What follows belongs to an exercise in optimizing a design on an open flow for small area; a production flow would make more cautious choices.
No functional check of the RTL was part of any run shown here.
Power figures rest on the tool's default switching activity, not on a simulated workload.

**flow/run.sh**
```bash
#!/bin/bash
# Own flow: the standard layout (standard.sh), with these changes:
#  - Yosys's synth skips its early "abc -fast" pass (SYNTH_ARGS=-noabc), so the
#    full-adder extraction sees the adders as written; the final ABC mapping is unchanged.
#  - after synthesis every combinational cell is set to its smallest drive strength
#    (downsize.py); the repair steps of the layout upsize where timing or slew needs it.
#  - every input and output port still gets a buffer, but a small one (buf_1).
#  - clock tree: small clock buffers and no dummy loads.
#  - after global routing, cells off the critical paths are downsized (RECOVER_POWER).
# Each tool's output goes to a log file in this folder.
set -euo pipefail
RES=orfs/results/sky130hd/sprite_compositor/base
LIB=$FLOW_HOME/platforms/sky130hd/lib/sky130_fd_sc_hd__tt_025C_1v80.lib
ARGS=(
    SYNTH_ARGS=-noabc
    RECOVER_POWER=100
    "BUFFER_PORTS_ARGS=-buffer_cell sky130_fd_sc_hd__buf_1"
    "CTS_ARGS=-sink_clustering_enable -repair_clock_nets -dont_use_dummy_load -buf_list sky130_fd_sc_hd__clkbuf_8"
)
bash standard.sh "${ARGS[@]}" synth > flow_synth.log 2>&1
cp $RES/1_2_yosys.v flow_1_2_yosys_orig.v
python3 flow/downsize.py $LIB $RES/1_2_yosys.v > flow_downsize.log 2>&1
rm -f $RES/1_synth.odb $RES/1_synth.sdc
bash standard.sh "${ARGS[@]}" finish > flow_finish.log 2>&1
```
**flow/downsize.py**
```python
#!/usr/bin/env python3
"""Replace each combinational cell in a Yosys netlist with the smallest-area cell of the
same function (same name but the drive-strength suffix), e.g. maj3_2 -> maj3_1.
Flip-flops are left as they are. The layout's repair steps upsize again where timing
or slew needs it. Usage: downsize.py LIBERTY NETLIST (rewritten in place)."""
import re
import sys

lib_path, net_path = sys.argv[1], sys.argv[2]
lib = open(lib_path).read()
areas = {m.group(1): float(m.group(2)) for m in re.finditer(
    r'cell \("(sky130_fd_sc_hd__\w+)"\)\s*\{.*?area\s*:\s*([\d.]+)', lib, re.S)}
dont_use = set(sys.argv[3:])

def family(c):
    return re.sub(r'_\d+$', '', c)

smallest = {}
for c, a in areas.items():
    if c in dont_use:
        continue
    f = family(c)
    if f not in smallest or a < areas[smallest[f]]:
        smallest[f] = c

net = open(net_path).read()
count = 0
def swap(m):
    global count
    c = m.group(2)
    f = family(c)
    if re.match(r'sky130_fd_sc_hd__(df|ed|sdf|dl|conb)', c) or f not in smallest:
        return m.group(0)
    s = smallest[f]
    if s != c and areas[s] < areas[c]:
        count += 1
        return m.group(1) + s + m.group(3)
    return m.group(0)

net = re.sub(r'^(\s*)(sky130_fd_sc_hd__\w+)(\s)', swap, net, flags=re.M)
open(net_path, 'w').write(net)
print(f"downsize: {count} cells replaced")
```
**standard.sh**
```bash
#!/bin/bash
# synth_recipe.tcl (not shown) runs the flow's synth.tcl, then flattens the netlist and writes it again
# the make line also repeats each setting of config.mk as NAME=value (left out here)
make -C /OpenROAD-flow-scripts/flow DESIGN_CONFIG=/design/flow/config.mk WORK_HOME=/design/flow/orfs CLKGATE_MAP_FILE= SYNTH_SCRIPT=/design/flow/synth_recipe.tcl "${@:-finish}"
```
**config.mk**
```make
export PLATFORM = sky130hd
export DESIGN_NAME = sprite_compositor
export DESIGN_NICKNAME = sprite_compositor
export VERILOG_FILES = /design/flow/design.v
export SDC_FILE = /design/flow/constraint.sdc
export NUM_CORES = 4
export LEC_CHECK = 0
export CAP_MARGIN = 20
export CORE_MARGIN = 2
export CORE_UTILIZATION = 45
export GPL_TIMING_DRIVEN = 0
export SLEW_MARGIN = 20
export SYNTH_HIERARCHICAL = 1
export SYNTH_MINIMUM_KEEP_SIZE = 0
```
**constraint.sdc**
```tcl
create_clock -name core_clock -period 11.0 [get_ports {clk_vga}]
set_input_delay 2.2000 -clock core_clock [delete_from_list [all_inputs] [get_ports {clk_vga}]]
set_output_delay 2.2000 -clock core_clock [all_outputs]
set_load 0.01 [all_outputs]
```
**design.v**
```verilog
package sprite_pkg;
    localparam int unsigned COORD_W = 10;
    localparam int unsigned MAX_SPR = 16;
    localparam int unsigned MAX_AW  = 16;
    localparam logic [7:0] TRANSPARENT = 8'hFF;
    localparam logic [7:0] BG_COLOR    = 8'h00;
    typedef logic [$clog2(MAX_SPR)-1:0] spr_idx_t;
endpackage
module sprite_hit_unit (
    input  logic                           en,
    input  logic [sprite_pkg::COORD_W-1:0] nx_ptr,    
    input  logic [sprite_pkg::COORD_W-1:0] ny_ptr,    
    input  logic [sprite_pkg::COORD_W-1:0] spr_x,
    input  logic [sprite_pkg::COORD_W-1:0] spr_y,
    input  logic [sprite_pkg::COORD_W-1:0] spr_w,
    input  logic [sprite_pkg::COORD_W-1:0] spr_h,
    output logic                           hit,
    output logic [sprite_pkg::COORD_W-1:0] ndx,       
    output logic [sprite_pkg::COORD_W-1:0] ndy        
);
    localparam int unsigned CW = sprite_pkg::COORD_W;
    logic [CW:0] cx, cy;    
    logic [CW:0] kx, ky;    
    assign cx[0] = 1'b0;
    assign cy[0] = 1'b0;
    always_comb begin
        for (int i = 0; i < CW; i++) begin
            ndx[i]  = nx_ptr[i] ^ spr_x[i] ^ cx[i];
            ndy[i]  = ny_ptr[i] ^ spr_y[i] ^ cy[i];
            cx[i+1] = (nx_ptr[i] & spr_x[i]) | (nx_ptr[i] & cx[i]) | (spr_x[i] & cx[i]);
            cy[i+1] = (ny_ptr[i] & spr_y[i]) | (ny_ptr[i] & cy[i]) | (spr_y[i] & cy[i]);
        end
    end
    assign kx[1] = ndx[0] & spr_w[0];
    assign ky[1] = ndy[0] & spr_h[0];
    for (genvar i = 1; i < CW; i++) begin : g_cmp
        sprite_maj3 u_kx (.a(ndx[i]), .b(spr_w[i]), .c(kx[i]), .y(kx[i+1]));
        sprite_maj3 u_ky (.a(ndy[i]), .b(spr_h[i]), .c(ky[i]), .y(ky[i+1]));
    end
    assign hit = en & !cx[CW] & !cy[CW] & kx[CW] & ky[CW];
endmodule
module sprite_mux8 (
    input  logic [7:0] sel,
    input  logic [7:0] d,
    output logic       y
);
    logic [2:0] n;
    sprite_aoi222 u_a (.a1(sel[0]), .a2(d[0]), .b1(sel[1]), .b2(d[1]), .c1(sel[2]), .c2(d[2]), .y(n[0]));
    sprite_aoi222 u_b (.a1(sel[3]), .a2(d[3]), .b1(sel[4]), .b2(d[4]), .c1(sel[5]), .c2(d[5]), .y(n[1]));
    sprite_aoi22  u_c (.a1(sel[6]), .a2(d[6]), .b1(sel[7]), .b2(d[7]), .y(n[2]));
    assign y = !(&n);
endmodule
module sprite_mux8h (
    input  logic [7:0] sel,
    input  logic       hold,
    input  logic [7:0] d,
    input  logic       q,
    output logic       y
);
    logic [2:0] n;
    sprite_aoi222 u_a (.a1(sel[0]), .a2(d[0]), .b1(sel[1]), .b2(d[1]), .c1(sel[2]), .c2(d[2]), .y(n[0]));
    sprite_aoi222 u_b (.a1(sel[3]), .a2(d[3]), .b1(sel[4]), .b2(d[4]), .c1(sel[5]), .c2(d[5]), .y(n[1]));
    sprite_aoi222 u_c (.a1(sel[6]), .a2(d[6]), .b1(sel[7]), .b2(d[7]), .c1(hold),   .c2(q),    .y(n[2]));
    assign y = !(&n);
endmodule
module sprite_mux8hn (
    input  logic [7:0] sel,
    input  logic       hold,
    input  logic [7:0] d,
    output logic       y
);
    logic [2:0] n;
    sprite_aoi222 u_a (.a1(sel[0]), .a2(d[0]), .b1(sel[1]), .b2(d[1]), .c1(sel[2]), .c2(d[2]), .y(n[0]));
    sprite_aoi222 u_b (.a1(sel[3]), .a2(d[3]), .b1(sel[4]), .b2(d[4]), .c1(sel[5]), .c2(d[5]), .y(n[1]));
    sprite_aoi221 u_c (.a1(sel[6]), .a2(d[6]), .b1(sel[7]), .b2(d[7]), .c1(hold),   .y(n[2]));
    assign y = &n;
endmodule
module sprite_aoi22 (
    input  logic a1, a2, b1, b2,
    output logic y
);
    assign y = !((a1 & a2) | (b1 & b2));
endmodule
module sprite_aoi221 (
    input  logic a1, a2, b1, b2, c1,
    output logic y
);
    assign y = !((a1 & a2) | (b1 & b2) | c1);
endmodule
module sprite_aoi222 (
    input  logic a1, a2, b1, b2, c1, c2,
    output logic y
);
    assign y = !((a1 & a2) | (b1 & b2) | (c1 & c2));
endmodule
module sprite_maj3 (
    input  logic a, b, c,
    output logic y
);
    assign y = (a & b) | (a & c) | (b & c);
endmodule
module sprite_compositor
#(
    parameter int unsigned N_SPR   = 8,
    parameter int unsigned ADDR_W  = 13,
    parameter int unsigned ROM_LAT = 1
) (
    input  logic                       clk_vga,
    input  logic                       rst_n,
    input  logic [sprite_pkg::COORD_W-1:0]         x_ptr,
    input  logic [sprite_pkg::COORD_W-1:0]         y_ptr,
    input  logic                       pix_valid,
    input  logic                       frame_start,
    output logic [ADDR_W-1:0]          rom_addr,
    input  logic [7:0]                 rom_data,
    output logic [7:0]                 RGB,
    output logic                       rgb_valid,
    input  logic [N_SPR-1:0]           spr_en,
    input  logic [N_SPR*sprite_pkg::COORD_W-1:0]   spr_x,
    input  logic [N_SPR*sprite_pkg::COORD_W-1:0]   spr_y,
    input  logic [N_SPR*sprite_pkg::COORD_W-1:0]   spr_w,
    input  logic [N_SPR*sprite_pkg::COORD_W-1:0]   spr_h,
    input  logic [N_SPR*ADDR_W-1:0]    spr_base,
    output logic [N_SPR-1:0]           collide
);
    localparam int unsigned CW = sprite_pkg::COORD_W;
    logic [N_SPR-1:0]  box;      
    logic [CW-1:0]     ndx [N_SPR];
    logic [CW-1:0]     ndy [N_SPR];
    logic [CW-1:0]     nx_ptr, ny_ptr;
    assign nx_ptr = ~x_ptr;
    assign ny_ptr = ~y_ptr;
    for (genvar i = 0; i < N_SPR; i++) begin : g_slot
        sprite_hit_unit u_hit (
            .en    (spr_en[i]),
            .nx_ptr(nx_ptr),
            .ny_ptr(ny_ptr),
            .spr_x (spr_x[i*CW +: CW]),
            .spr_y (spr_y[i*CW +: CW]),
            .spr_w (spr_w[i*CW +: CW]),
            .spr_h (spr_h[i*CW +: CW]),
            .hit   (box[i]),
            .ndx   (ndx[i]),
            .ndy   (ndy[i])
        );
    end
    logic [N_SPR-1:0] hit;
    logic             any_hit;
    logic [N_SPR-1:0] sel;       
    logic             hold;      
    assign hit     = box & {N_SPR{pix_valid}};
    assign any_hit = |hit;
    assign hold    = !any_hit;
    always_comb begin
        for (int i = 0; i < N_SPR; i++) begin
            sel[i] = hit[i];
            for (int j = 0; j < i; j++) sel[i] = sel[i] & !hit[j];
        end
    end
    logic [CW-1:0]     dx_q, ndy_q, w_q;
    logic [ADDR_W-1:0] base_q;
    logic [CW-1:0]     dx_d, ndy_d, w_d;
    logic [ADDR_W-1:0] base_d;
    for (genvar b = 0; b < CW; b++) begin : g_mux_c
        logic [N_SPR-1:0] dxn, dyn, ww;
        for (genvar i = 0; i < N_SPR; i++) begin : g_in
            assign dxn[i] = ndx[i][b];
            assign dyn[i] = ndy[i][b];
            assign ww[i]  = spr_w[i*CW + b];
        end
        sprite_mux8hn u_dx (.sel(sel), .hold(hold), .d(dxn), .y(dx_d[b]));
        sprite_mux8   u_dy (.sel(sel), .d(dyn), .y(ndy_d[b]));
        sprite_mux8   u_w  (.sel(sel), .d(ww),  .y(w_d[b]));
    end
    for (genvar b = 0; b < ADDR_W; b++) begin : g_mux_b
        logic [N_SPR-1:0] bb;
        for (genvar i = 0; i < N_SPR; i++) begin : g_in
            assign bb[i] = spr_base[i*ADDR_W + b];
        end
        sprite_mux8h u_base (.sel(sel), .hold(hold), .d(bb), .q(rom_addr[b]), .y(base_d[b]));
    end
    logic [N_SPR-2:0]  m1_q, m2_q;
    logic              any1_q, any2_q, v1_q, v2_q, fs1_q, fs2_q;
    always_ff @(posedge clk_vga or negedge rst_n) begin
        if (!rst_n) begin
            dx_q   <= '0;
            w_q    <= '0;
            base_q <= '0;
            any1_q <= 1'b0;
            any2_q <= 1'b0;
            v1_q   <= 1'b0;
            v2_q   <= 1'b0;
            fs1_q  <= 1'b0;
            fs2_q  <= 1'b0;
        end else begin
            dx_q   <= dx_d;
            w_q    <= w_d;
            base_q <= base_d;
            any1_q <= any_hit;
            any2_q <= any1_q;
            v1_q   <= pix_valid;
            v2_q   <= v1_q;
            fs1_q  <= frame_start;
            fs2_q  <= fs1_q;
        end
    end
    always_ff @(posedge clk_vga) begin
        ndy_q <= ndy_d;
        m1_q  <= hit[0] ? hit[N_SPR-1:1] : '0;
        m2_q  <= m1_q;
    end
    sprite_addr_tree u_addr (
        .dx   (dx_q),
        .ndy  (ndy_q),
        .w    (w_q),
        .base (base_q),
        .addr (rom_addr)
    );
    logic             opaque;
    logic [N_SPR-2:0] coll_bits;
    logic [N_SPR-2:0] acc_q;
    assign opaque    = rom_data != sprite_pkg::TRANSPARENT;
    assign coll_bits = (opaque && any2_q) ? m2_q : '0;
    assign collide[0] = 1'b0;
    always_ff @(posedge clk_vga or negedge rst_n) begin
        if (!rst_n) begin
            RGB              <= 8'h00;
            rgb_valid        <= 1'b0;
            acc_q            <= '0;
            collide[N_SPR-1:1] <= '0;
        end else begin
            rgb_valid <= v2_q;
            RGB       <= (any2_q && opaque) ? rom_data : sprite_pkg::BG_COLOR;
            if (fs2_q) begin
                collide[N_SPR-1:1] <= acc_q;
                acc_q              <= coll_bits;
            end else begin
                acc_q <= acc_q | coll_bits;
            end
        end
    end
endmodule
module sprite_addr_tree (
    input  logic [9:0]  dx,
    input  logic [9:0]  ndy,
    input  logic [9:0]  w,
    input  logic [12:0] base,
    output logic [12:0] addr
);
    logic [9:0] pp [10];
    always_comb begin
        for (int j = 0; j < 10; j++) pp[j] = ~ndy & {10{w[j]}};
    end
    logic t2, t3, t4, t6, t7, t8, t9, t10, t12, t13, t14, t15;
    logic t16, t17, t18, t20, t21, t22, t23, t24, t25, t26, t27, t28;
    logic t30, t31, t32, t33, t34, t35, t36, t37, t38, t39, t40, t42;
    logic t43, t44, t45, t46, t47, t48, t49, t50, t51, t52, t53, t54;
    logic t56, t57, t58, t59, t60, t61, t62, t63, t64, t65, t66, t67;
    logic t68, t69, t70, t72, t73, t74, t75, t76, t77, t78, t79, t80;
    logic t81, t82, t83, t84, t85, t86, t87, t88, t90, t91, t92, t93;
    logic t94, t95, t96, t97, t98, t99, t100, t101, t102, t103, t104, t105;
    logic t106, t107, t108, t110, t111, t112, t113, t114, t115, t116, t117, t118;
    logic t119, t120, t121, t122, t123, t124, t125, t126, t127, t128, t130, t131;
    logic t132, t133, t134, t135, t136, t137, t138, t139, t140, t141, t142, t143;
    logic t144, t145, t146, t148, t149, t150, t151, t152, t153, t154, t155, t156;
    logic t157, t158, t159, t160, t161, t162, t163;
    assign addr[0] = base[0] ^ dx[0] ^ pp[0][0];
    assign t2 = (base[0] & dx[0]) | (base[0] & pp[0][0]) | (dx[0] & pp[0][0]);
    assign t3 = base[1] ^ dx[1] ^ pp[0][1];
    assign t4 = (base[1] & dx[1]) | (base[1] & pp[0][1]) | (dx[1] & pp[0][1]);
    assign addr[1] = pp[1][0] ^ t2 ^ t3;
    assign t6 = (pp[1][0] & t2) | (pp[1][0] & t3) | (t2 & t3);
    assign t7 = base[2] ^ dx[2] ^ pp[0][2];
    assign t8 = (base[2] & dx[2]) | (base[2] & pp[0][2]) | (dx[2] & pp[0][2]);
    assign t9 = pp[1][1] ^ pp[2][0] ^ t4;
    assign t10 = (pp[1][1] & pp[2][0]) | (pp[1][1] & t4) | (pp[2][0] & t4);
    assign addr[2] = t7 ^ t6 ^ t9;
    assign t12 = (t7 & t6) | (t7 & t9) | (t6 & t9);
    assign t13 = base[3] ^ dx[3] ^ pp[0][3];
    assign t14 = (base[3] & dx[3]) | (base[3] & pp[0][3]) | (dx[3] & pp[0][3]);
    assign t15 = pp[1][2] ^ pp[2][1] ^ pp[3][0];
    assign t16 = (pp[1][2] & pp[2][1]) | (pp[1][2] & pp[3][0]) | (pp[2][1] & pp[3][0]);
    assign t17 = t8 ^ t15 ^ t13;
    assign t18 = (t8 & t15) | (t8 & t13) | (t15 & t13);
    assign addr[3] = t10 ^ t17 ^ t12;
    assign t20 = (t10 & t17) | (t10 & t12) | (t17 & t12);
    assign t21 = base[4] ^ dx[4] ^ pp[0][4];
    assign t22 = (base[4] & dx[4]) | (base[4] & pp[0][4]) | (dx[4] & pp[0][4]);
    assign t23 = pp[1][3] ^ pp[2][2] ^ pp[3][1];
    assign t24 = (pp[1][3] & pp[2][2]) | (pp[1][3] & pp[3][1]) | (pp[2][2] & pp[3][1]);
    assign t25 = pp[4][0] ^ t14 ^ t16;
    assign t26 = (pp[4][0] & t14) | (pp[4][0] & t16) | (t14 & t16);
    assign t27 = t23 ^ t21 ^ t18;
    assign t28 = (t23 & t21) | (t23 & t18) | (t21 & t18);
    assign addr[4] = t25 ^ t27 ^ t20;
    assign t30 = (t25 & t27) | (t25 & t20) | (t27 & t20);
    assign t31 = base[5] ^ dx[5] ^ pp[0][5];
    assign t32 = (base[5] & dx[5]) | (base[5] & pp[0][5]) | (dx[5] & pp[0][5]);
    assign t33 = pp[1][4] ^ pp[2][3] ^ pp[3][2];
    assign t34 = (pp[1][4] & pp[2][3]) | (pp[1][4] & pp[3][2]) | (pp[2][3] & pp[3][2]);
    assign t35 = pp[4][1] ^ pp[5][0] ^ t22;
    assign t36 = (pp[4][1] & pp[5][0]) | (pp[4][1] & t22) | (pp[5][0] & t22);
    assign t37 = t24 ^ t33 ^ t31;
    assign t38 = (t24 & t33) | (t24 & t31) | (t33 & t31);
    assign t39 = t26 ^ t35 ^ t37;
    assign t40 = (t26 & t35) | (t26 & t37) | (t35 & t37);
    assign addr[5] = t28 ^ t39 ^ t30;
    assign t42 = (t28 & t39) | (t28 & t30) | (t39 & t30);
    assign t43 = base[6] ^ dx[6] ^ pp[0][6];
    assign t44 = (base[6] & dx[6]) | (base[6] & pp[0][6]) | (dx[6] & pp[0][6]);
    assign t45 = pp[1][5] ^ pp[2][4] ^ pp[3][3];
    assign t46 = (pp[1][5] & pp[2][4]) | (pp[1][5] & pp[3][3]) | (pp[2][4] & pp[3][3]);
    assign t47 = pp[4][2] ^ pp[5][1] ^ pp[6][0];
    assign t48 = (pp[4][2] & pp[5][1]) | (pp[4][2] & pp[6][0]) | (pp[5][1] & pp[6][0]);
    assign t49 = t32 ^ t34 ^ t47;
    assign t50 = (t32 & t34) | (t32 & t47) | (t34 & t47);
    assign t51 = t45 ^ t43 ^ t36;
    assign t52 = (t45 & t43) | (t45 & t36) | (t43 & t36);
    assign t53 = t38 ^ t49 ^ t51;
    assign t54 = (t38 & t49) | (t38 & t51) | (t49 & t51);
    assign addr[6] = t40 ^ t53 ^ t42;
    assign t56 = (t40 & t53) | (t40 & t42) | (t53 & t42);
    assign t57 = base[7] ^ dx[7] ^ pp[0][7];
    assign t58 = (base[7] & dx[7]) | (base[7] & pp[0][7]) | (dx[7] & pp[0][7]);
    assign t59 = pp[1][6] ^ pp[2][5] ^ pp[3][4];
    assign t60 = (pp[1][6] & pp[2][5]) | (pp[1][6] & pp[3][4]) | (pp[2][5] & pp[3][4]);
    assign t61 = pp[4][3] ^ pp[5][2] ^ pp[6][1];
    assign t62 = (pp[4][3] & pp[5][2]) | (pp[4][3] & pp[6][1]) | (pp[5][2] & pp[6][1]);
    assign t63 = pp[7][0] ^ t44 ^ t46;
    assign t64 = (pp[7][0] & t44) | (pp[7][0] & t46) | (t44 & t46);
    assign t65 = t48 ^ t61 ^ t59;
    assign t66 = (t48 & t61) | (t48 & t59) | (t61 & t59);
    assign t67 = t57 ^ t50 ^ t63;
    assign t68 = (t57 & t50) | (t57 & t63) | (t50 & t63);
    assign t69 = t65 ^ t52 ^ t67;
    assign t70 = (t65 & t52) | (t65 & t67) | (t52 & t67);
    assign addr[7] = t54 ^ t69 ^ t56;
    assign t72 = (t54 & t69) | (t54 & t56) | (t69 & t56);
    assign t73 = base[8] ^ dx[8] ^ pp[0][8];
    assign t74 = (base[8] & dx[8]) | (base[8] & pp[0][8]) | (dx[8] & pp[0][8]);
    assign t75 = pp[1][7] ^ pp[2][6] ^ pp[3][5];
    assign t76 = (pp[1][7] & pp[2][6]) | (pp[1][7] & pp[3][5]) | (pp[2][6] & pp[3][5]);
    assign t77 = pp[4][4] ^ pp[5][3] ^ pp[6][2];
    assign t78 = (pp[4][4] & pp[5][3]) | (pp[4][4] & pp[6][2]) | (pp[5][3] & pp[6][2]);
    assign t79 = pp[7][1] ^ pp[8][0] ^ t58;
    assign t80 = (pp[7][1] & pp[8][0]) | (pp[7][1] & t58) | (pp[8][0] & t58);
    assign t81 = t60 ^ t62 ^ t77;
    assign t82 = (t60 & t62) | (t60 & t77) | (t62 & t77);
    assign t83 = t75 ^ t73 ^ t64;
    assign t84 = (t75 & t73) | (t75 & t64) | (t73 & t64);
    assign t85 = t66 ^ t79 ^ t81;
    assign t86 = (t66 & t79) | (t66 & t81) | (t79 & t81);
    assign t87 = t83 ^ t68 ^ t85;
    assign t88 = (t83 & t68) | (t83 & t85) | (t68 & t85);
    assign addr[8] = t70 ^ t87 ^ t72;
    assign t90 = (t70 & t87) | (t70 & t72) | (t87 & t72);
    assign t91 = base[9] ^ dx[9] ^ pp[0][9];
    assign t92 = (base[9] & dx[9]) | (base[9] & pp[0][9]) | (dx[9] & pp[0][9]);
    assign t93 = pp[1][8] ^ pp[2][7] ^ pp[3][6];
    assign t94 = (pp[1][8] & pp[2][7]) | (pp[1][8] & pp[3][6]) | (pp[2][7] & pp[3][6]);
    assign t95 = pp[4][5] ^ pp[5][4] ^ pp[6][3];
    assign t96 = (pp[4][5] & pp[5][4]) | (pp[4][5] & pp[6][3]) | (pp[5][4] & pp[6][3]);
    assign t97 = pp[7][2] ^ pp[8][1] ^ pp[9][0];
    assign t98 = (pp[7][2] & pp[8][1]) | (pp[7][2] & pp[9][0]) | (pp[8][1] & pp[9][0]);
    assign t99 = t74 ^ t76 ^ t78;
    assign t100 = (t74 & t76) | (t74 & t78) | (t76 & t78);
    assign t101 = t97 ^ t95 ^ t93;
    assign t102 = (t97 & t95) | (t97 & t93) | (t95 & t93);
    assign t103 = t91 ^ t80 ^ t82;
    assign t104 = (t91 & t80) | (t91 & t82) | (t80 & t82);
    assign t105 = t99 ^ t101 ^ t84;
    assign t106 = (t99 & t101) | (t99 & t84) | (t101 & t84);
    assign t107 = t103 ^ t86 ^ t105;
    assign t108 = (t103 & t86) | (t103 & t105) | (t86 & t105);
    assign addr[9] = t88 ^ t107 ^ t90;
    assign t110 = (t88 & t107) | (t88 & t90) | (t107 & t90);
    assign t111 = base[10] ^ pp[1][9] ^ pp[2][8];
    assign t112 = (base[10] & pp[1][9]) | (base[10] & pp[2][8]) | (pp[1][9] & pp[2][8]);
    assign t113 = pp[3][7] ^ pp[4][6] ^ pp[5][5];
    assign t114 = (pp[3][7] & pp[4][6]) | (pp[3][7] & pp[5][5]) | (pp[4][6] & pp[5][5]);
    assign t115 = pp[6][4] ^ pp[7][3] ^ pp[8][2];
    assign t116 = (pp[6][4] & pp[7][3]) | (pp[6][4] & pp[8][2]) | (pp[7][3] & pp[8][2]);
    assign t117 = pp[9][1] ^ t92 ^ t94;
    assign t118 = (pp[9][1] & t92) | (pp[9][1] & t94) | (t92 & t94);
    assign t119 = t96 ^ t98 ^ t115;
    assign t120 = (t96 & t98) | (t96 & t115) | (t98 & t115);
    assign t121 = t113 ^ t111 ^ t100;
    assign t122 = (t113 & t111) | (t113 & t100) | (t111 & t100);
    assign t123 = t102 ^ t117 ^ t119;
    assign t124 = (t102 & t117) | (t102 & t119) | (t117 & t119);
    assign t125 = t104 ^ t121 ^ t123;
    assign t126 = (t104 & t121) | (t104 & t123) | (t121 & t123);
    assign t127 = t106 ^ t125 ^ t108;
    assign t128 = (t106 & t125) | (t106 & t108) | (t125 & t108);
    assign addr[10] = t127 ^ t110;
    assign t130 = t127 & t110;
    assign t131 = base[11] ^ pp[2][9] ^ pp[3][8];
    assign t132 = (base[11] & pp[2][9]) | (base[11] & pp[3][8]) | (pp[2][9] & pp[3][8]);
    assign t133 = pp[4][7] ^ pp[5][6] ^ pp[6][5];
    assign t134 = (pp[4][7] & pp[5][6]) | (pp[4][7] & pp[6][5]) | (pp[5][6] & pp[6][5]);
    assign t135 = pp[7][4] ^ pp[8][3] ^ pp[9][2];
    assign t136 = (pp[7][4] & pp[8][3]) | (pp[7][4] & pp[9][2]) | (pp[8][3] & pp[9][2]);
    assign t137 = t112 ^ t114 ^ t116;
    assign t138 = (t112 & t114) | (t112 & t116) | (t114 & t116);
    assign t139 = t135 ^ t133 ^ t131;
    assign t140 = (t135 & t133) | (t135 & t131) | (t133 & t131);
    assign t141 = t118 ^ t120 ^ t137;
    assign t142 = (t118 & t120) | (t118 & t137) | (t120 & t137);
    assign t143 = t139 ^ t122 ^ t141;
    assign t144 = (t139 & t122) | (t139 & t141) | (t122 & t141);
    assign t145 = t124 ^ t126 ^ t143;
    assign t146 = (t124 & t126) | (t124 & t143) | (t126 & t143);
    assign addr[11] = t145 ^ t128 ^ t130;
    assign t148 = (t145 & t128) | (t145 & t130) | (t128 & t130);
    assign t149 = base[12] ^ pp[3][9];
    assign t150 = pp[4][8] ^ pp[5][7];
    assign t151 = pp[6][6] ^ pp[7][5];
    assign t152 = pp[8][4] ^ pp[9][3];
    assign t153 = t152 ^ t151;
    assign t154 = t150 ^ t149;
    assign t155 = t154 ^ t153;
    assign t156 = t132 ^ t134;
    assign t157 = t136 ^ t155;
    assign t158 = t156 ^ t157;
    assign t159 = t138 ^ t140;
    assign t160 = t158 ^ t159;
    assign t161 = t160 ^ t142;
    assign t162 = t161 ^ t144;
    assign t163 = t162 ^ t146;
    assign addr[12] = t163 ^ t148;
endmodule
```
==> reports/results.txt, run 1 <==
CTS buffer count = 9
Detailed Place HPWL = 36,700 um
CTS Hold Bufs = 0
Boundary pin count = 494
Die area = 25,200 um^2
Initial antenna violation count = 3
# H-tree levels = 3
Switch Pwr = 0.963 mW
WL per Instance = 24.6 um
Reg-to-reg endpoint = base_q[12]
Hold Crit Class = flip-flop to flip-flop
First-pass GRT wire length = 62,500 um
PortBufs = 492
Clock root buffer = clkbuf_8
Critical path class = input pin to flip-flop
Tmin final = 9.93 ns
Worst Path Max Fanout = 12
Cell area after synthesis = 10,800 um^2
WP data arrival = 10.19 ns
DR iter-0 viols = 1,056
Comb pwr share = 71.9%
Switching part of the total power = 45.2%
Share of layout cells above drive strength 1 = 2.87%
Status = finished with violations
RSZ-0062 raised after global routing = no
Commonest non-fill, non-tap cells in the layout = buf_1 (489), fa_1 (217), maj3_1 (144)
DP Worst Slack = 1.61 ns
Hold depth = 0
Pin count of the biggest net entering global routing = 32
Routability congestion estimate = 1.01
Power Dens Cells = 159 nW/um^2
Design area = 13,400 um^2
GRT Total Usage = 32.9%
Die height = 159 um
Postcts setup bufs = 0
CTS tree = done
Final WL = 41,300 um
Area Growth Syn to Fin = 24.4%
Commonest non-fill, non-tap cell in the layout = buf_1
Worst Hold Margin = 0.330 ns
Avg Cell Area, Syn = 12.9 um^2
HP Start = m1_q[5]
Pint = 1.17 mW
DP Cell Count = 1,670
Max-cap violations = 3
Routed Antenna Nets = 0
Hold endpoint = m2_q[5]
CTS sink cnt = 86
Synth Net Count = 1,537
Internal reg-to-reg setup slack = 3.55 ns
Final period utilization = 90.2%
Row count = 56
FF-to-FF path depth = 19
Worst IR Drop VDD = 0.198 mV
Area after DPL = 13,300 um^2
Ys Warns = 12
Initial Utilization = 46.0%
Fin Clk Skew = 0.0197 ns
Final Hold Vio Count = 0
Final net count = 2,060
Cell leakage power = 5.18 nW
Critical path startpoint category = input pin
Fin cells = 1,682
Clock-pin slew on the worst setup and hold paths = 0.09 ns
Violated checks = capacitance limit, slew limit
Cells after synthesis = 839
Vias per cell = 5.80
Slew @ Worst Pin = 1.65 ns
Worst slew margin = -10.6%
F_max = 0.101 GHz
DR DRC count = 0
1st-pass router iterations = 14
Worst setup margin = 1.07 ns
Die W = 159 um
Flop pwr share = 19.7%
Number of global-route vias before repair = 10.7k
R2R Path Start = w_q[0]
Via count = 9,756
Clock Latency Late Sink = 0.37 ns
Clock power frac = 8.4%
Post_cts resized = 0
Worst Path Required = 11.26 ns
Area of the core = 23,500 um^2
Total gr overflow = 0
Critical Path End Type = flip-flop
Slew Limit Fails = 70
Final setup viols = 0
Max clock buf depth = 2
==> state kept, by name, indices dropped and copies added (netlist names), 7 cells and up <==
name / count
RGB: 8
acc_q: 7
base_q: 13
collide: 7
dx_q: 10
m1_q: 7
m2_q: 7
ndy_q: 10
w_q: 10
==> cell type report <==
type	instances	area [um^2]
Inverter	23	86.3
Tap cell	319	399
Multi-Input combinational cell	726	8680
Clock buffer	9	124
Antenna cell	3	7.51
Buffer	4	15.0
Timing Repair Buffer	512	2070
Fill cell	2179	10100
Sequential cell	86	2030
==> worst max-delay path, cell delays in order <==
cell and delay, ns:
buf_1 0.06, inv_1 0.15, ha_1 0.27, fa_1 0.41, fa_1 0.40, fa_1 0.41, fa_1 0.41, fa_1 0.40
fa_1 0.43, fa_1 0.41, fa_1 0.40, fa_1 0.48, maj3_1 0.36, nand4b_1 0.10, nor2_1 0.12, o41ai_1 0.46
nand2_1 0.18, nor3_1 1.31, clkbuf_1 0.52, buf_4 0.30, a221oi_1 0.10, and3_1 0.30
==> through the flow <==
stage | util [%] | power (mW) | setup TNS, ns
4_1_cts | 57.3 | 2.15 | 0
6_report | 57.2 | 2.13 | 0
3_5_place_dp | 56.8 | 1.96 | 0
5_1_grt | 57.2 | 2.32 | 0
2_1_floorplan | - | 1.47 | 0
3_3_place_gp | 55.5 | 1.94 | -164.99
==> worst max path at each step <==
| stage | from | end | slack [ns] | depth (start not counted) |
|---|---|---|---|---|
| 2_1_floorplan | y_ptr[0] | dx_q[0] | 0.35 | 18 |
| 3_3_place_gp | x_ptr[0] | w_q[0] | -4.26 | 19 |
| 3_5_place_dp | y_ptr[0] | dx_q[0] | 1.61 | 22 |
| 4_1_cts | w_q[0] | rom_addr[12] | 1.36 | 18 |
| 5_1_grt | y_ptr[1] | dx_q[0] | 0.83 | 21 |
| 6_report | y_ptr[0] | dx_q[1] | 1.07 | 22 |
==> layer usage <==
layer  up-vias  part of all wire [%]  track usage (%)
met5         -                     0                0
met1      4875                    41             43.7
met4         0                   2.3             8.13
met3        68                   8.4             7.13
met2       524                    49             55.2
li1       4289                     -                -
==> power groups by stage <==
| stage | combinational (mW) | clock [mW] | sequential (mW) |
|---|---|---|---|
| global route | 1.70 | 0.197 | 0.427 |
| floorplan | 1.06 | 0 | 0.407 |
| detailed placement | 1.54 | 0 | 0.426 |
| CTS | 1.55 | 0.185 | 0.421 |
| finish | 1.53 | 0.178 | 0.420 |
| global placement | 1.51 | 0 | 0.428 |
==> run 2, diff against run 1 <==
--- a/flow/run.sh
+++ b/flow/run.sh
@@ -8,3 +8,2 @@
 #  - clock tree: small clock buffers and no dummy loads.
-#  - after global routing, cells off the critical paths are downsized (RECOVER_POWER).
 # Each tool's output goes to a log file in this folder.
@@ -15,3 +14,2 @@
     SYNTH_ARGS=-noabc
-    RECOVER_POWER=100
     "BUFFER_PORTS_ARGS=-buffer_cell sky130_fd_sc_hd__buf_1"
==> reports/results.txt, run 2 <==
Final net count = 2,060
CTS Hold Bufs = 0
Cell leakage power = 5.22 nW
Slew @ Worst Pin = 1.07 ns
Initial Utilization = 46.0%
Worst IR Drop VDD = 0.197 mV
RSZ-0062 raised after global routing = no
Pin count of the biggest net entering global routing = 32
Routed Antenna Nets = 0
Hold Crit Class = flip-flop to flip-flop
CTS tree = done
# H-tree levels = 3
Worst slew margin = 28.8%
Postcts setup bufs = 0
Cells after synthesis = 839
Critical path class = flip-flop to output port
Post_cts resized = 0
GRT Total Usage = 32.9%
F_max = 0.104 GHz
Area Growth Syn to Fin = 24.8%
Critical path startpoint category = flip-flop
Final Hold Vio Count = 0
Final WL = 41,400 um
Commonest non-fill, non-tap cell in the layout = buf_1
Die height = 159 um
Vias per cell = 5.86
DR iter-0 viols = 1,064
Slew Limit Fails = 0
Worst Path Required = 8.80 ns
Detailed Place HPWL = 36,700 um
Cell area after synthesis = 10,800 um^2
WP data arrival = 7.39 ns
Die W = 159 um
Max reg flops = 13
1st-pass router iterations = 12
CTS sink cnt = 86
Max-cap violations = 0
Fin Clk Skew = 0.0204 ns
Critical Path End Type = output port
PortBufs = 492
Largest register by flop count = base_q
Max clock buf depth = 2
DR DRC count = 0
Via count = 9,850
Final period utilization = 87.1%
Area after DPL = 13,300 um^2
Row count = 56
Initial antenna violation count = 3
WL per Instance = 24.6 um
Clock Latency Late Sink = 0.37 ns
First-pass GRT wire length = 62,500 um
Boundary pin count = 494
Clock root buffer = clkbuf_8
Avg Cell Area, Syn = 12.9 um^2
Ys Warns = 12
Total gr overflow = 0
Number of global-route vias before repair = 10.7k
Power Dens Cells = 159 nW/um^2
Fillers = 2,170
Routability congestion estimate = 1.01
Area of the core = 23,500 um^2
Synth Net Count = 1,537
Final setup viols = 0
Commonest non-fill, non-tap cells in the layout = buf_1 (494), fa_1 (217), maj3_1 (144)
Die area = 25,200 um^2
Clock-pin slew on the worst setup and hold paths = 0.09 ns
Design area = 13,500 um^2
Status = no timing/DRC/antenna violations
CTS buffer count = 9
Share of layout cells above drive strength 1 = 3.31%
Worst Path Max Fanout = 10
Worst Hold Margin = 0.330 ns
Tmin final = 9.59 ns
run 2: worst max-delay path, stage by stage, from the launching register on:
cell and delay, ns:
dfrtp_1 0.55, nor2b_1 0.21, fa_1 0.45, fa_1 0.43, fa_1 0.45, fa_1 0.43
fa_1 0.48, fa_1 0.43, fa_1 0.43, fa_1 0.44, fa_1 0.45, fa_1 0.41
ha_1 0.22, fa_1 0.45, xnor2_1 0.16, xnor2_1 0.21, xnor2_1 0.14, xnor3_1 0.50
buf_1 0.16
run 2: report_power, final:
part	internal, mW	switching, mW
clock network	0.0734	0.105
logic	0.724	0.814
registers	0.372	0.0487
run 2: through the flow:
stage,instances,power [mW],setup TNS [ns],utilization [%],setup slack (ns)
3_3_place_gp,1650,1.94,-164.99,55.5,-4.26
3_5_place_dp,1670,1.96,0,56.8,1.61
2_1_floorplan,839,1.47,0,-,0.346
6_report,1682,2.14,0,57.4,1.41
5_1_grt,1682,2.32,0,57.4,1.14
4_1_cts,1679,2.15,0,57.3,1.36
run 2: layout make-up:
class                           instances  area (um^2)  share of cell area, %
Clock buffer                            9          124                  0.920
Buffer                                  4         15.0                  0.112
Inverter                               23         86.3                  0.641
Tap cell                              319          399                   2.96
Multi-Input combinational cell        726         8690                   64.5
Timing Repair Buffer                  512         2110                   15.7
Sequential cell                        86         2030                   15.1
Antenna cell                            3         7.51                 0.0558
run 2: path summary, 6_finish.rpt:
path | from | to | slack (ns) | cells past startpoint
worst min-delay path | m1_q[5] | m2_q[5] | 0.33 | 0
min in group asynchronous | rst_n | v2_q | 1.73 | 1
worst max register to register | w_q[0] | base_q[12] | 3.55 | 19
worst max-delay path | w_q[0] | rom_addr[12] | 1.41 | 18
worst min register to register | m1_q[5] | m2_q[5] | 0.33 | 0
max in group asynchronous | rst_n | w_q[3] | 8.58 | 3
run 2: layer usage:
layer	up-vias	share of wire, %	GRT usage, %
met2	542	49	55.2
met5	-	0	0
met1	4971	41	43.7
met3	55	8.2	7.13
met4	0	2.1	8.13
li1	4282	-	-
==> run 3, diff against run 2 <==
--- a/design.v
+++ b/design.v
@@ -41,2 +41,16 @@
 endmodule
+module sprite_prio (
+    input  logic [7:0] box,
+    input  logic       pix_valid,
+    output logic [7:0] sel,
+    output logic       hold
+);
+    always_comb begin
+        for (int i = 0; i < 8; i++) begin
+            sel[i] = pix_valid & box[i];
+            for (int j = 0; j < i; j++) sel[i] = sel[i] & !box[j];
+        end
+    end
+    assign hold = !(pix_valid & (|box));
+endmodule
 module sprite_mux8 (
@@ -148,12 +162,13 @@
     logic             any_hit;
-    logic [N_SPR-1:0] sel;       
-    logic             hold;      
     assign hit     = box & {N_SPR{pix_valid}};
     assign any_hit = |hit;
-    assign hold    = !any_hit;
-    always_comb begin
-        for (int i = 0; i < N_SPR; i++) begin
-            sel[i] = hit[i];
-            for (int j = 0; j < i; j++) sel[i] = sel[i] & !hit[j];
-        end
+    logic [N_SPR-1:0] sel [4];
+    logic             hold [4];
+    for (genvar g = 0; g < 4; g++) begin : g_prio
+        sprite_prio u_prio (
+            .box       (box),
+            .pix_valid (pix_valid),
+            .sel       (sel[g]),
+            .hold      (hold[g])
+        );
     end
@@ -170,5 +185,5 @@
         end
-        sprite_mux8hn u_dx (.sel(sel), .hold(hold), .d(dxn), .y(dx_d[b]));
-        sprite_mux8   u_dy (.sel(sel), .d(dyn), .y(ndy_d[b]));
-        sprite_mux8   u_w  (.sel(sel), .d(ww),  .y(w_d[b]));
+        sprite_mux8hn u_dx (.sel(sel[0]), .hold(hold[0]), .d(dxn), .y(dx_d[b]));
+        sprite_mux8   u_dy (.sel(sel[1]), .d(dyn), .y(ndy_d[b]));
+        sprite_mux8   u_w  (.sel(sel[2]), .d(ww),  .y(w_d[b]));
     end
@@ -179,3 +194,4 @@
         end
-        sprite_mux8h u_base (.sel(sel), .hold(hold), .d(bb), .q(rom_addr[b]), .y(base_d[b]));
+        sprite_mux8h u_base (.sel(sel[3]), .hold(hold[3]), .d(bb), .q(rom_addr[b]),
+                             .y(base_d[b]));
     end
==> reports/results.txt, run 3 <==
Top Metal Used = met4
Worst Path Required = 8.80 ns
DP Cell Count = 1,697
Cells after synthesis = 880
DR iter-0 viols = 957
Hold endpoint = m2_q[5]
Pin count of the biggest net entering global routing = 33
# H-tree levels = 3
Clock Latency Late Sink = 0.38 ns
Max-cap violations = 0
Worst Hold Margin = 0.304 ns
Commonest non-fill, non-tap cells in the layout = buf_1 (494), fa_1 (217), maj3_1 (144)
Worst IR Drop VDD = 0.216 mV
CTS sink cnt = 86
Critical Path End Type = output port
WP data arrival = 7.22 ns
Number of global-route vias before repair = 11.0k
Initial antenna violation count = 11
Total gr overflow = 0
First-pass GRT wire length = 62,800 um
Largest register by flop count = base_q
Area Growth Syn to Fin = 22.1%
WL per Instance = 24.3 um
Setup TNS = 0 ns
Vias per cell = 5.87
Row count = 57
F_max = 0.106 GHz
Reg-to-reg endpoint = base_q[12]
DR DRC count = 0
Slew Limit Fails = 0
Hold Crit Class = flip-flop to flip-flop
Synth Net Count = 1,578
Internal reg-to-reg setup slack = 3.71 ns
Postcts setup bufs = 0
Power Dens Cells = 157 nW/um^2
Via count = 10.1k
Boundary pin count = 494
Max reg flops = 13
Final Hold Vio Count = 0
Fin Clk Skew = 0.0431 ns
CTS Hold Bufs = 0
Critical path startpoint category = flip-flop
Cell area after synthesis = 11,100 um^2
HP Start = m1_q[5]
Hold depth = 0
Routed Antenna Nets = 0
CTS buffer count = 9
Share of layout cells above drive strength 1 = 1.66%
PortBufs = 492
Final period utilization = 85.7%
Ys Warns = 15
CTS tree = done
Fin cells = 1,721
Die area = 25,900 um^2
Area of the core = 24,200 um^2
Met1 WL = 16,500 um
RSZ-0062 raised after global routing = no
Final setup viols = 0
Clock-pin slew on the worst setup and hold paths = 0.11 ns
Max clock buf depth = 2
GRT Total Usage = 32.4%
Critical path class = flip-flop to output port
Routability congestion estimate = 0.968
Status = no timing/DRC/antenna violations
FF-to-FF path depth = 19
Cell leakage power = 5.20 nW
Initial Utilization = 45.6%
Fillers = 2,283
Die height = 161 um
Worst Path Max Fanout = 10
Met2 WL = 20,500 um
R2R Path Start = ndy_q[1]
Post_cts resized = 0
Die W = 161 um
Final net count = 2,082
Commonest non-fill, non-tap cell in the layout = buf_1
Worst slew margin = 28.3%
Detailed Place HPWL = 37,300 um
Tmin final = 9.42 ns
Final WL = 41,800 um
Met3 routed WL = 3410 um
Slew @ Worst Pin = 1.07 ns
1st-pass router iterations = 11
Avg Cell Area, Syn = 12.6 um^2
Clock root buffer = clkbuf_8
[run 3: changes by cell type in the layout (fill, tap and decap cells not counted), sizes merged, moves of 3 or more]
cell and delta:
and2 +5, and4b +4, and3 +4, nor4 +3, diode +12, nor3b +3, nor3 +3, and4 +8
nor2 +9, buf -19, and3b +3
[run 3: metrics by stage]
step	area (um^2)	total power [mW]	utilization, %	setup slack (ns)
detailed placement	13300	1.92	55.0	1.90
global placement	13300	1.91	54.9	1.70
finish	13500	2.12	55.7	1.58
global route	13500	2.32	55.7	1.20
floorplan	11100	1.46	-	2.45
CTS	13500	2.11	55.5	1.49
[run 3: report_power, final]
part	switching [mW]	internal [mW]
registers	0.0460	0.371
clock network	0.101	0.0733
logic	0.814	0.712
[run 3: how the worst max path moves through the flow]
stage	start	end	depth (start not counted)
after floorplan	w_q[0]	rom_addr[12]	17
after global placement	x_ptr[0]	w_q[0]	19
after detailed placement	ndy_q[1]	rom_addr[12]	18
after CTS	ndy_q[1]	rom_addr[12]	18
after global routing	ndy_q[1]	rom_addr[12]	18
final	ndy_q[1]	rom_addr[12]	18
[run 3: critical path, stage by stage (launching register included)]
cell,delay [ns]
dfxtp_1,0.58
nor2b_1,0.11
fa_1,0.47
fa_1,0.45
fa_1,0.47
fa_1,0.44
fa_1,0.46
fa_1,0.43
fa_1,0.43
fa_1,0.43
fa_1,0.43
fa_1,0.41
ha_1,0.23
fa_1,0.42
xnor2_1,0.19
xnor2_1,0.16
xnor2_1,0.14
xnor3_1,0.48
buf_1,0.16
[run 3: final cells by class]
class | instances | area (um^2) | area share, %
inverters | 23 | 86.3 | 0.639
well taps | 324 | 405 | 3.00
diodes | 15 | 37.5 | 0.278
flip-flops and latches | 86 | 2030 | 15.0
plain buffers | 3 | 11.3 | 0.0834
repair buffers | 493 | 1870 | 13.8
multi-input cells | 768 | 8940 | 66.2
clock buffers | 9 | 124 | 0.917
[run 3: metal layers]
metal / vias to the layer above / track usage [%]
met5: - / 0
met4: 0 / 13.0
met1: 5101 / 41.7
met2: 496 / 54.0
li1: 4440 / -
met3: 59 / 6.82

-- afterwards: timing with drivers on the ports --
In the flow no input, the clock included, has a driving cell. The finished layouts below were timed again as built, in two steps.
Step 1, drivers: a clkbuf_16 drives clk_vga and a buf_2 each remaining input, both assumed.
Step 2 adds t to the input delays and takes it off the output delays; t is the mean of the earliest and latest rising clock arrival at the registers after step 1. Input paths then give back, and output paths get back, about the clock's delay inside the block.
Three values: ideal ports, drivers, drivers and shift; two values: the first two.
| run | shift t [ns] | setup slack, ns | worst setup path after step 2 |
|---|---|---|---|
| run 1 | 0.405 | 1.074 / 1.088 / 0.683 | input to register |
| run 2 | 0.406 | 1.414 / 1.369 / 1.522 | input to register |
| run 3 | 0.400 | 1.577 / 1.535 / 1.687 | input to register |
The setup slack of run 1, which loses most, moves by +0.014 ns with the drivers and by -0.391 ns with both steps.
